Source: an optimization exercise on an open RTL-to-GDS flow (aim: small area). Production flows keep margins and buffers that such runs may drop.
Function was checked by simulation only, so behaviour that the tests miss may differ from the original.

==> run.sh <==
#!/bin/bash
# synth_recipe.tcl (not shown) runs the flow's synth.tcl, then flattens the netlist and writes it again
# the make line also repeats each setting of config.mk as NAME=value (left out here)
make -C /OpenROAD-flow-scripts/flow DESIGN_CONFIG=/design/flow/config.mk WORK_HOME=/design/flow/orfs CLKGATE_MAP_FILE= SYNTH_SCRIPT=/design/flow/synth_recipe.tcl finish
==> config.mk <==
export PLATFORM = sky130hd
export DESIGN_NAME = matmul_scheduler
export DESIGN_NICKNAME = matmul_scheduler
export VERILOG_FILES = /design/flow/design.v
export SDC_FILE = /design/flow/constraint.sdc
export NUM_CORES = 4
export LEC_CHECK = 0
export CAP_MARGIN = 20
export CORE_MARGIN = 2
export CORE_UTILIZATION = 40
export SLEW_MARGIN = 20
==> constraint.sdc <==
create_clock -name core_clock -period 12.0 [get_ports {clk}]
set_input_delay 2.4000 -clock core_clock [delete_from_list [all_inputs] [get_ports {clk}]]
set_output_delay 2.4000 -clock core_clock [all_outputs]
set_load 0.01 [all_outputs]
==> design.v <==
module matmul_scheduler #(
  parameter int PE_COUNT    = 4,
  parameter int RAM_SIZE    = 128,
  parameter int QUEUE_DEPTH = 2,
  parameter int TIMEOUT     = 65535
) (
  input  logic                     clk,
  input  logic                     rst,
  input  logic                     job_valid,
  output logic                     job_ready,
  input  logic [31:0]              job_M,
  input  logic [31:0]              job_N,
  input  logic [31:0]              job_P,
  input  logic [31:0]              job_left_offset,
  input  logic [31:0]              job_right_offset,
  input  logic [31:0]              job_result_offset,
  output logic [31:0]              M,
  output logic [31:0]              N,
  output logic [31:0]              P,
  output logic [31:0]              left_offset,
  output logic [31:0]              right_offset,
  output logic [31:0]              result_offset,
  output logic [PE_COUNT-1:0][1:0] start_signal,
  input  logic [PE_COUNT-1:0]      pe_done,
  output logic                     busy,
  output logic                     job_done,
  output logic                     job_error,
  output logic [31:0]              cycle_count
);
  localparam logic [2:0] S_IDLE  = 3'd0;
  localparam logic [2:0] S_CHECK = 3'd1;
  localparam logic [2:0] S_START = 3'd2;
  localparam logic [2:0] S_RUN   = 3'd3;
  localparam logic [2:0] S_ABORT = 3'd4;
  localparam logic [2:0] S_DONE  = 3'd5;
  logic [2:0] state_q, state_d;
  logic [191:0] slot0_q, slot1_q;
  logic         v0_q, v1_q, rd_q;
  logic         full, empty, push, pop, wsel;
  logic [191:0] job_in, head, cfg_q;
  assign job_in = {job_M, job_N, job_P,
                   job_left_offset, job_right_offset, job_result_offset};
  assign full      = v0_q & v1_q;
  assign empty     = ~v0_q & ~v1_q;
  assign job_ready = ~full;
  assign push      = job_valid & ~full;
  assign pop       = (state_q == S_IDLE) & ~empty;
  assign wsel      = empty ? rd_q : ~rd_q;
  assign head      = rd_q ? slot1_q : slot0_q;
  always_ff @(posedge clk) begin
    if (push & ~wsel) slot0_q <= job_in;
    if (push &  wsel) slot1_q <= job_in;
  end
  always_ff @(posedge clk) begin
    if (pop) rd_q <= ~rd_q;
  end
  always_ff @(posedge clk or posedge rst) begin
    if (rst) begin
      v0_q <= 1'b0;
      v1_q <= 1'b0;
    end else begin
      v0_q <= (v0_q & ~(pop & ~rd_q)) | (push & ~wsel);
      v1_q <= (v1_q & ~(pop &  rd_q)) | (push &  wsel);
    end
  end
  always_ff @(posedge clk or posedge rst) begin
    if (rst)      cfg_q <= '0;
    else if (pop) cfg_q <= head;
  end
  logic [31:0] cm, cn, cp, clo, cro, cso;
  assign {cm, cn, cp, clo, cro, cso} = cfg_q;
  function automatic logic big(input logic [31:0] x);    
    big = (|x[31:8]) | (x[7] & (|x[6:0]));
  endfunction
  function automatic logic over(input logic [7:0] a, input logic [7:0] b,
                                input logic [7:0] off);
    logic [13:0] pr;
    logic [14:0] s;
    pr = a[6:0] * b[6:0];
    s  = {1'b0, pr} + {8'd0, off[6:0]};
    over = off[7] | (a[7] & ((|b[7:1]) | (|off))) |
           (b[7] & ((|a[7:1]) | (|off))) | (s > 15'd128);
  endfunction
  logic reject;
  assign reject = (cm == '0) | (cn == '0) | (cp == '0) |
                  big(cm) | big(cn) | big(cp) | big(clo) | big(cro) | big(cso) |
                  over(cm[7:0], cn[7:0], clo[7:0]) |
                  over(cn[7:0], cp[7:0], cro[7:0]) |
                  over(cm[7:0], cp[7:0], cso[7:0]);
  logic [3:0]  mask_q, mask_next;
  logic [15:0] run_q, cc_q;
  logic        err_q;
  logic        all_done, tmo;
  assign mask_next = (state_q == S_START) ? pe_done : (mask_q | pe_done);
  assign all_done  = &mask_next;
  assign tmo       = (run_q == 16'hFFFE);
  always_comb begin
    state_d = state_q;
    case (state_q)
      S_IDLE:  if (~empty) state_d = S_CHECK;
      S_CHECK: state_d = reject ? S_DONE : S_START;
      S_START: state_d = S_RUN;
      S_RUN:   if (all_done) state_d = S_DONE;
               else if (tmo) state_d = S_ABORT;
      S_ABORT: state_d = S_DONE;
      default: state_d = S_IDLE;
    endcase
  end
  always_ff @(posedge clk or posedge rst) begin
    if (rst) state_q <= S_IDLE;
    else     state_q <= state_d;
  end
  always_ff @(posedge clk) begin
    mask_q <= mask_next;
    if (state_q == S_RUN)        run_q <= run_q + 16'd1;
    else if (state_q != S_ABORT) run_q <= '0;
    if (state_q == S_CHECK)      err_q <= reject;
    else if (state_q == S_ABORT) err_q <= 1'b1;
  end
  always_ff @(posedge clk or posedge rst) begin
    if (rst)                    cc_q <= '0;
    else if (state_q == S_DONE) cc_q <= run_q;
  end
  always_comb begin
    for (int i = 0; i < PE_COUNT; i++) begin
      case (state_q)
        S_START: start_signal[i] = 2'b01;
        S_RUN:   start_signal[i] = mask_q[i] ? 2'b00 : 2'b10;
        S_ABORT: start_signal[i] = 2'b11;
        default: start_signal[i] = 2'b00;
      endcase
    end
  end
  assign {M, N, P, left_offset, right_offset, result_offset} = cfg_q;
  assign busy        = (state_q != S_IDLE);
  assign job_done    = (state_q == S_DONE);
  assign job_error   = (state_q == S_DONE) & err_q;
  assign cycle_count = {16'd0, cc_q};
endmodule
==> results.txt <==
-- through the flow --
step           instances  area [sq um]   util  setup WS, ns  hold WS, ns
2_1_floorplan       2243         28900      -          1.69        0.434
3_3_place_gp        3515         34000  0.475          5.92        0.449
3_5_place_dp        3515         34000  0.475          5.86        0.449
4_1_cts             3644         36500  0.510          5.84        0.462
5_1_grt             3651         36500  0.510          5.61        0.493
6_report            3652         36500  0.510          5.88        0.470
-- sequential cells by signal, indices dropped and copies added (netlist names) --
signal	count
rd_q	1
mask_q	4
run_q	16
state_q	3
cfg_q	192
v0_q	1
slot1_q	192
err_q	1
cc_q	16
slot0_q	192
v1_q	1
-- layout make-up --
cell class | instances | area (sq um) | area share
multi-input combinational | 1356 | 10400 | 0.285
inverter | 155 | 589 | 0.0162
sequential | 619 | 17500 | 0.479
timing repair buffer | 435 | 4340 | 0.119
tap | 950 | 1190 | 0.0326
clock inverter | 39 | 562 | 0.0154
clock buffer | 90 | 1910 | 0.0523
antenna | 8 | 20.0 | 0.000549
-- cells by family (layout without fill, tap and decap cells) --
family                     after synthesis  in the layout  share of synthesized area
DFF                                    619            619                      0.605
and+or+nand+nor                        570            570                     0.0966
AOI/OAI and AO/OA                      328            328                     0.0654
buffers and inverters                  268            719                     0.0374
adders and majority gates              209            209                      0.115
muxes                                  208            208                     0.0728
xor gates and xnor gates                25             25                    0.00758
other                                    1             24                   0.000130
-- final timing paths --
check	endpoint	slack (ns)	cells past startpoint
hold reg to reg	mask_q[2]	0.47	1
min in group asynchronous	cfg_q[144]	2.30	2
hold / removal	mask_q[2]	0.47	1
setup / recovery	err_q	5.88	18
max in group asynchronous	cfg_q[7]	8.18	3
setup reg to reg	err_q	5.88	18
-- layer usage --
layer	GRT usage	wire, um	vias up
met5	0	85	-
met4	0.0752	2450	12
met3	0.0385	3610	132
met2	0.366	40500	437
met1	0.259	31500	9348
li1	-	-	8713
-- worst register-to-register path, stage by stage, from the launching register on --
cell and delay [ns]:
sky130_fd_sc_hd__dfrtp_1 0.63, sky130_fd_sc_hd__and2_1 0.30, sky130_fd_sc_hd__fa_1 0.54, sky130_fd_sc_hd__inv_1 0.06
sky130_fd_sc_hd__fa_1 0.53, sky130_fd_sc_hd__inv_1 0.05, sky130_fd_sc_hd__fa_1 0.48, sky130_fd_sc_hd__inv_1 0.05
sky130_fd_sc_hd__fa_1 0.48, sky130_fd_sc_hd__inv_1 0.05, sky130_fd_sc_hd__ha_1 0.34, sky130_fd_sc_hd__nand2_1 0.09
sky130_fd_sc_hd__o21ai_0 0.59, sky130_fd_sc_hd__mux2_2 0.43, sky130_fd_sc_hd__a2111oi_4 0.27, sky130_fd_sc_hd__nand4_1 0.11
sky130_fd_sc_hd__or3_4 0.41, sky130_fd_sc_hd__nor4_4 0.32, sky130_fd_sc_hd__nand3_1 0.12
-- layout by cell type, fill, tap and decap left out, types with 29 or more instances in the layout --
master / netlist / layout
sky130_fd_sc_hd__dfrtp_1: 213 / 213
sky130_fd_sc_hd__a21oi_1: 223 / 223
sky130_fd_sc_hd__o21ai_0: 29 / 29
sky130_fd_sc_hd__nor2_1: 234 / 233
sky130_fd_sc_hd__ha_1: 116 / 116
sky130_fd_sc_hd__mux2i_1: 192 / 192
sky130_fd_sc_hd__nand2_1: 91 / 91
sky130_fd_sc_hd__clkbuf_16: 0 / 70
sky130_fd_sc_hd__clkdlybuf4s50_1: 0 / 418
sky130_fd_sc_hd__and2_1: 91 / 91
sky130_fd_sc_hd__edfxtp_1: 402 / 402
sky130_fd_sc_hd__nor4_1: 45 / 45
sky130_fd_sc_hd__fa_1: 93 / 93
sky130_fd_sc_hd__inv_1: 155 / 154
==> flow_summary.ini <==
[status]
run_status = timing/DRC/antenna clean

[routing]
drt_wl_cell_um = 21.4
final_antenna_net_count = 0
firstDrtPassIters = 5
vias = 18642
avgViaCountPerCell = 5.10
drt_iter0_drc = 1168
drc = 0
final_wirelength_um = 78200

[synth]
register_area_share_after_synthesis = 0.605
ys_warn_count = 1
syn_area_per_cell_sq_um = 13.0
synth.ff_latch_count = 619
synth_top_area_frac = 0.418
main_flop_type_after_synthesis = sky130_fd_sc_hd__edfxtp_1
post_synth_most_frequent_cells = 402 x sky130_fd_sc_hd__edfxtp_1, 234 x sky130_fd_sc_hd__nor2_1, 223 x sky130_fd_sc_hd__a21oi_1, 213 x sky130_fd_sc_hd__dfrtp_1, 192 x sky130_fd_sc_hd__mux2i_1
post_synth_main_area_contributors = sky130_fd_sc_hd__edfxtp_1 42%, sky130_fd_sc_hd__dfrtp_1 18%, sky130_fd_sc_hd__mux2i_1 6.7%
post-synth-top-count-cell = sky130_fd_sc_hd__edfxtp_1
synth.distinct_cells = 68
syn-cell-area_sq_mm = 0.0289
async_reset_ff_frac = 0.344
yosysTopAreaCell = sky130_fd_sc_hd__edfxtp_1
synthCells = 2228
synth_edf_count = 402

[worst_setup_path]
stage_delay_of_the_slowest_cell_on_the_critical_path_ns = 0.63
worst-setup-path-type = reg2reg
rr_startpoint = cfg_q[97]
worstSetupStartpointType = flip-flop
path_max_fanout = 17
critPathTopFamily = adder cells
critPathCaptureType = flip-flop
crit_path_top_delay_cell = sky130_fd_sc_hd__dfrtp_1
critical_path.n_buffers_inverters = 4
crit_start = cfg_q[97]
data_arrival_time_of_the_critical_path_ns = 6.48
worstPathRequired_ns = 12.35
timing.critical_path.cells = and2_1 -> fa_1 -> inv_1 -> fa_1 -> inv_1 -> fa_1 -> inv_1 -> fa_1 -> inv_1 -> ha_1 -> nand2_1 -> o21ai_0 -> mux2_2 -> a2111oi_4 -> nand4_1 -> or3_4 -> nor4_4 -> nand3_1

[clock_network]
cts_tree = built
cts_max_path_buffers = 3
cts-root-buf = sky130_fd_sc_hd__clkbuf_16
tritoncts_num_sinks = 619
cts_setup_buffers = 0
worst_skew_pair.late_latency_ns = 0.63
cts_buffers = 70
cts.clk_slew.worst_paths_ns = 0.06
htree_levels = 3
cts-hold-fix-buffers = 0
resized_cells_post_cts = 0

[global_routing]
combined_global_route_utilization_of_all_metal_layers = 0.209
grt_pass1_wl_um = 118000
grt-ovfl-total = 0
grt_max_degree = 221
antenna_violations_before_repair = 14
vias_in_the_first_global_route = 19206

[timing]
timing_max_transition_violations_final = 0
final_hold_viol_count = 0
layout_min_cycle_time_ns = 6.12
fin_tns_setup_ns = 0
max_freq_mhz = 163
layout_worst_path_cycle_share = 0.510
timing.max_slew.rel_slack = 0.167
clock-skew-final_ns = 0.0320
grt_setup_unrepaired = false
count_of_final_setup_violators = 0
worst-slew-pin-transition_ns = 1.25

[floorplanning]
starting_density_of_the_core = 0.404
std_cell_core_area_sq_mm = 0.0715
die_height_um = 273
dieWidth_um = 273
full_die_area_sq_mm = 0.0743
num_ports = 435
core.rowCount = 98

[place]
buffer_ports.inserted = 418
post-dp-hpwl_um = 55000
place.gp.congestion = 0.878

[worst_hold_path]
hp-class = reg2reg
holdCritStartpoint = mask_q[2]

[run]
cap_viol_max_count = 0

[layout]
post_route_cells_drive_above_1_share = 0.0598
area.growth.synth_to_final_pct = 26.4
filler_cell_count = 6130
nNetsFinal = 3045

## re-timing with driven ports
In the flow no input, the clock included, has a driving cell. The finished layout below was timed again as built, in two steps. Step 1 sets driving cells, clkbuf_16 on the clock port and buf_2 on the other inputs (assumed; they add their load-dependent delay and slew). Step 2 also shifts input and output timing later by t, the mid clock arrival at the registers, as if the neighbouring blocks saw the same clock. a / b / c = ideal / step 1 / step 2; a / b = the first two.
t (ns): 0.679
slack for setup (ns): 5.878 / 5.878 / 5.878
worst slew at a driven data input, ns: 0.12
After both steps this run still meets setup and hold. The setup slack of this run moves by 0.000 ns with the drivers and by 0.000 ns with both steps.
